This is an optimization exercise on Yosys and OpenROAD, whose aim is small area and a short achievable clock period, not a production implementation. The RTL was checked by simulation tests, not by an equivalence proof against the original design.

==> inputs of run D <==
==> flow/design.v <==
package rf_pkg;
    localparam int XLEN_DEF  = 32;
    localparam int NREGS_DEF = 32;
    typedef logic [$clog2(NREGS_DEF)-1:0] reg_addr_t;
    typedef logic [XLEN_DEF-1:0]          xlen_t;
    function automatic logic [NREGS_DEF-1:0] onehot_dec(input reg_addr_t a);
        onehot_dec = {{(NREGS_DEF-1){1'b0}}, 1'b1} << a;
    endfunction
endpackage
module rf_scoreboard
#(
    parameter int NREGS = rf_pkg::NREGS_DEF,
    parameter int AW    = $clog2(NREGS)
) (
    input  logic             clk_i,
    input  logic             rst_ni,
    input  logic [NREGS-1:0] rel_i,         
    input  logic             rsv_en_i,
    input  logic [AW-1:0]    rsv_addr_i,
    output logic             rsv_ok_o,
    output logic [NREGS-1:0] busy_o,
    output logic [AW:0]      outstanding_o
);
    logic [NREGS-1:0] busy_q, busy_d, set_vec;
    logic [AW:0]      cnt_q, cnt_d;
    function automatic logic [AW:0] popcnt(input logic [NREGS-1:0] v);
        logic [AW:0] n;
        n = '0;
        for (int i = 0; i < NREGS; i++) n = n + {{AW{1'b0}}, v[i]};
        popcnt = n;
    endfunction
    always_comb begin
        rsv_ok_o = rsv_en_i & ((rsv_addr_i == '0) | !busy_q[rsv_addr_i] | rel_i[rsv_addr_i]);
        set_vec  = '0;
        if (rsv_ok_o && rsv_addr_i != '0)
            set_vec = {{(NREGS-1){1'b0}}, 1'b1} << rsv_addr_i;
        busy_d = (busy_q & ~rel_i) | set_vec;
        cnt_d  = cnt_q + popcnt(set_vec & ~busy_q) - popcnt(busy_q & rel_i & ~set_vec);
    end
    always_ff @(posedge clk_i or negedge rst_ni) begin
        if (!rst_ni) begin
            busy_q <= '0;
            cnt_q  <= '0;
        end else begin
            busy_q <= busy_d;
            cnt_q  <= cnt_d;
        end
    end
    assign busy_o        = busy_q;
    assign outstanding_o = cnt_q;
endmodule
module rf_riscv_mp
#(
    parameter int XLEN  = rf_pkg::XLEN_DEF,
    parameter int NREGS = rf_pkg::NREGS_DEF,
    parameter int NRD   = 2,
    parameter int NWR   = 2
) (
    input  logic                      clk_i,
    input  logic                      rst_ni,
    input  logic [NRD*$clog2(NREGS)-1:0] rd_addr_i,
    output logic [NRD*XLEN-1:0]       rd_data_o,
    output logic [NRD-1:0]            rd_busy_o,
    input  logic [NWR-1:0]            wr_en_i,
    input  logic [NWR*$clog2(NREGS)-1:0] wr_addr_i,
    input  logic [NWR*XLEN-1:0]       wr_data_i,
    input  logic                      rsv_en_i,
    input  logic [$clog2(NREGS)-1:0]  rsv_addr_i,
    output logic                      rsv_ok_o,
    output logic [NREGS-1:0]          busy_o,
    output logic [$clog2(NREGS):0]    outstanding_o
);
    localparam int AW = $clog2(NREGS);
    logic [XLEN-1:0]     mem_q  [NREGS];
    logic [XLEN-1:0]     wr_val [NREGS];
    logic [NREGS-1:0]    wr_hit;
    logic [NREGS-1:0]    busy;
    logic [NRD*XLEN-1:0] rd_data;
    logic [NRD-1:0]      rd_busy;
    always_comb begin
        for (int i = 0; i < NREGS; i++) begin
            wr_hit[i] = 1'b0;
            wr_val[i] = '0;
        end
        for (int i = 1; i < NREGS; i++) begin
            for (int p = 0; p < NWR; p++) begin
                if (wr_en_i[p] && {{(32-AW){1'b0}}, wr_addr_i[p*AW +: AW]} == i) begin
                    wr_hit[i] = 1'b1;
                    wr_val[i] = wr_data_i[p*XLEN +: XLEN];
                end
            end
        end
    end
    always_ff @(posedge clk_i or negedge rst_ni) begin
        if (!rst_ni) begin
            for (int i = 0; i < NREGS; i++) mem_q[i] <= '0;
        end else begin
            for (int i = 1; i < NREGS; i++)
                if (wr_hit[i]) mem_q[i] <= wr_val[i];
        end
    end
    always_comb begin
        rd_data = '0;
        rd_busy = '0;
        for (int k = 0; k < NRD; k++) begin
            rd_data[k*XLEN +: XLEN] = mem_q[rd_addr_i[k*AW +: AW]];
            rd_busy[k]              = busy[rd_addr_i[k*AW +: AW]];
        end
    end
    rf_scoreboard #(
        .NREGS (NREGS),
        .AW    (AW)
    ) u_scoreboard (
        .clk_i         (clk_i),
        .rst_ni        (rst_ni),
        .rel_i         (wr_hit),
        .rsv_en_i      (rsv_en_i),
        .rsv_addr_i    (rsv_addr_i),
        .rsv_ok_o      (rsv_ok_o),
        .busy_o        (busy),
        .outstanding_o (outstanding_o)
    );
    assign busy_o    = busy;
    assign rd_data_o = rd_data;
    assign rd_busy_o = rd_busy;
endmodule
==> flow/run.sh <==
#!/bin/bash
# synth_recipe.tcl (not shown) runs the flow's synth.tcl, then flattens the netlist and writes it again
# the make line also repeats each setting of config.mk as NAME=value (left out here)
make -C /OpenROAD-flow-scripts/flow DESIGN_CONFIG=/design/flow/config.mk WORK_HOME=/design/flow/orfs CLKGATE_MAP_FILE= SYNTH_SCRIPT=/design/flow/synth_recipe.tcl finish
==> flow/config.mk <==
export PLATFORM = sky130hd
export DESIGN_NAME = rf_riscv_mp
export DESIGN_NICKNAME = rf_riscv_mp
export VERILOG_FILES = /design/flow/design.v
export SDC_FILE = /design/flow/constraint.sdc
export NUM_CORES = 4
export LEC_CHECK = 0
export CAP_MARGIN = 20
export CORE_MARGIN = 2
export CORE_UTILIZATION = 30
export PLACE_DENSITY = 0.45
export SLEW_MARGIN = 20
==> flow/constraint.sdc <==
create_clock -name core_clock -period 8.8 [get_ports {clk_i}]
set_input_delay 1.7600 -clock core_clock [delete_from_list [all_inputs] [get_ports {clk_i}]]
set_output_delay 1.7600 -clock core_clock [all_outputs]
set_load 0.01 [all_outputs]
==> run M (differences from run D) <==
==> flow/design.v, changed modules only <==
module rf_scoreboard
#(
    parameter int NREGS = rf_pkg::NREGS_DEF,
    parameter int AW    = $clog2(NREGS)
) (
    input  logic             clk_i,
    input  logic             rst_ni,
    input  logic [NREGS-1:0] sel0_i,        
    input  logic [NREGS-1:0] sel1_i,        
    input  logic [1:0]       wr_en_i,
    input  logic [2*AW-1:0]  wr_addr_i,
    input  logic             rsv_en_i,
    input  logic [AW-1:0]    rsv_addr_i,
    output logic             rsv_ok_o,
    output logic [NREGS-1:0] busy_o,
    output logic [AW:0]      outstanding_o
);
    logic [NREGS-1:1] busy_q, busy_d, rsv_dec, rel;
    logic [AW:0]      cnt_q, cnt_d;
    logic             rsv_busy, rsv_rel, set_any, dec0, dec1;
    always_comb begin
        for (int i = 1; i < NREGS; i++)
            rsv_dec[i] = (rsv_addr_i == AW'(i));
        rel      = sel0_i[NREGS-1:1] | sel1_i[NREGS-1:1];
        rsv_busy = |(rsv_dec & busy_q);
        rsv_rel  = (wr_en_i[0] && wr_addr_i[0 +: AW] == rsv_addr_i)
                 | (wr_en_i[1] && wr_addr_i[AW +: AW] == rsv_addr_i);
        rsv_ok_o = rsv_en_i & (!rsv_busy | rsv_rel);
        set_any  = rsv_ok_o & (rsv_addr_i != '0);
        busy_d   = (busy_q & ~rel) | ({(NREGS-1){set_any}} & rsv_dec);
        dec0     = |(sel0_i[NREGS-1:1] & busy_q);
        dec1     = |(sel1_i[NREGS-1:1] & busy_q);
        cnt_d    = cnt_q + {{AW{1'b0}}, set_any} - {{AW{1'b0}}, dec0} - {{AW{1'b0}}, dec1};
    end
    always_ff @(posedge clk_i or negedge rst_ni) begin
        if (!rst_ni) begin
            busy_q <= '0;
            cnt_q  <= '0;
        end else begin
            busy_q <= busy_d;
            cnt_q  <= cnt_d;
        end
    end
    assign busy_o        = {busy_q, 1'b0};
    assign outstanding_o = cnt_q;
endmodule
module rf_riscv_mp
#(
    parameter int XLEN  = rf_pkg::XLEN_DEF,
    parameter int NREGS = rf_pkg::NREGS_DEF,
    parameter int NRD   = 2,
    parameter int NWR   = 2
) (
    input  logic                      clk_i,
    input  logic                      rst_ni,
    input  logic [NRD*$clog2(NREGS)-1:0] rd_addr_i,
    output logic [NRD*XLEN-1:0]       rd_data_o,
    output logic [NRD-1:0]            rd_busy_o,
    input  logic [NWR-1:0]            wr_en_i,
    input  logic [NWR*$clog2(NREGS)-1:0] wr_addr_i,
    input  logic [NWR*XLEN-1:0]       wr_data_i,
    input  logic                      rsv_en_i,
    input  logic [$clog2(NREGS)-1:0]  rsv_addr_i,
    output logic                      rsv_ok_o,
    output logic [NREGS-1:0]          busy_o,
    output logic [$clog2(NREGS):0]    outstanding_o
);
    localparam int AW = $clog2(NREGS);
    logic [XLEN-1:0]     mem_q  [NREGS];
    logic [XLEN-1:0]     wr_val [NREGS];
    logic [NREGS-1:0]    wr_hit, hit0, hit1;
    logic [NREGS-1:0]    busy;
    logic [NRD*XLEN-1:0] rd_data;
    logic [NRD-1:0]      rd_busy;
    always_comb begin
        for (int i = 0; i < NREGS; i++) begin
            wr_hit[i] = 1'b0;
            wr_val[i] = '0;
        end
        for (int i = 1; i < NREGS; i++) begin
            for (int p = 0; p < NWR; p++) begin
                if (wr_en_i[p] && {{(32-AW){1'b0}}, wr_addr_i[p*AW +: AW]} == i) begin
                    wr_hit[i] = 1'b1;
                    wr_val[i] = wr_data_i[p*XLEN +: XLEN];
                end
            end
        end
    end
    always_comb begin
        hit0 = '0;
        hit1 = '0;
        for (int i = 1; i < NREGS; i++) begin
            hit0[i] = wr_en_i[0] && (wr_addr_i[0 +: AW] == AW'(i));
            hit1[i] = wr_en_i[1] && (wr_addr_i[AW +: AW] == AW'(i));
        end
    end
    always_ff @(posedge clk_i or negedge rst_ni) begin
        if (!rst_ni) begin
            for (int i = 0; i < NREGS; i++) mem_q[i] <= '0;
        end else begin
            for (int i = 1; i < NREGS; i++)
                if (wr_hit[i]) mem_q[i] <= wr_val[i];
        end
    end
    always_comb begin
        rd_data = '0;
        rd_busy = '0;
        for (int k = 0; k < NRD; k++) begin
            rd_data[k*XLEN +: XLEN] = mem_q[rd_addr_i[k*AW +: AW]];
            rd_busy[k]              = busy[rd_addr_i[k*AW +: AW]];
        end
    end
    rf_scoreboard #(
        .NREGS (NREGS),
        .AW    (AW)
    ) u_scoreboard (
        .clk_i         (clk_i),
        .rst_ni        (rst_ni),
        .sel0_i        (hit0 & ~hit1),
        .sel1_i        (hit1),
        .wr_en_i       (wr_en_i),
        .wr_addr_i     (wr_addr_i),
        .rsv_en_i      (rsv_en_i),
        .rsv_addr_i    (rsv_addr_i),
        .rsv_ok_o      (rsv_ok_o),
        .busy_o        (busy),
        .outstanding_o (outstanding_o)
    );
    assign busy_o    = busy;
    assign rd_data_o = rd_data;
    assign rd_busy_o = rd_busy;
endmodule
--- a/flow/config.mk
+++ b/flow/config.mk
@@ -11,2 +11,3 @@
 export PLACE_DENSITY = 0.45
+export SETUP_SLACK_MARGIN = 2.5
 export SLEW_MARGIN = 20
==> results.txt <==
| metric | run D | run M |
|---|---|---|
| Initial DRC Count | 10,330 | 10,910 |
| Adder-Cell Fraction of Synth Area | 2.177% | 0.1879% |
| Met3 Usage GRT | 12.22% | 11.63% |
| Share of the synthesized area in the top cell type | 41.60% | 42.04% |
| Cell Count Post-Placement | 9,430 | 9,195 |
| Non-clock buffer share | 8.302% | 9.129% |
| Die height | 458.5 um | 455.8 um |
| Share of cell area taken by muxes after synthesis | 17.16% | 17.23% |
| Diode count | 19 | 14 |
| Crit path to | u_scoreboard.cnt_q[5]$_DFF_PN0_ | rd_data_o[36] |
| Worst setup startpoint | wr_addr_i[5] | rd_addr_i[6] |
| Initial cell density of the core | 30.23% | 30.24% |
| Dominant cell type by count on the critical path | fa_1 | buf_4 |
| Area of the mapped netlist | 61,960 um^2 | 61,250 um^2 |
| # resized after CTS | 12 | 128 |
| Status | finished clean | finished clean |

==> what the ideal ports hide <==
How much do the figures lean on ideal ports? The routed layouts below were timed once more, with nothing changed but the port constraints.
Step 1: set_driving_cell puts a clkbuf_16 on clk_i and a buf_2 on each other input, an assumption about the parent block.
Step 2, shift: input delay + t, output delay - t, t = (earliest + latest rising clock arrival at the registers) / 2. This alone moves slack from input paths to output paths.
a / b / c = no drivers / after step 1 / after step 2; a / b = the first two.
run	shift t [ns]	slack for setup (ns)	clock arrival spread, ns	cell pins on the clock port's net
run D	0.887	0.322 / 0.388 / -0.499	0.038 / 0.038	1
run M	0.898	2.429 / 2.362 / 1.891	0.044 / 0.044	1
Met with ideal ports but missed after step 2: setup timing in run D. The setup slack of run D, which loses most, moves by +0.066 ns with the drivers and by -0.821 ns with both steps.
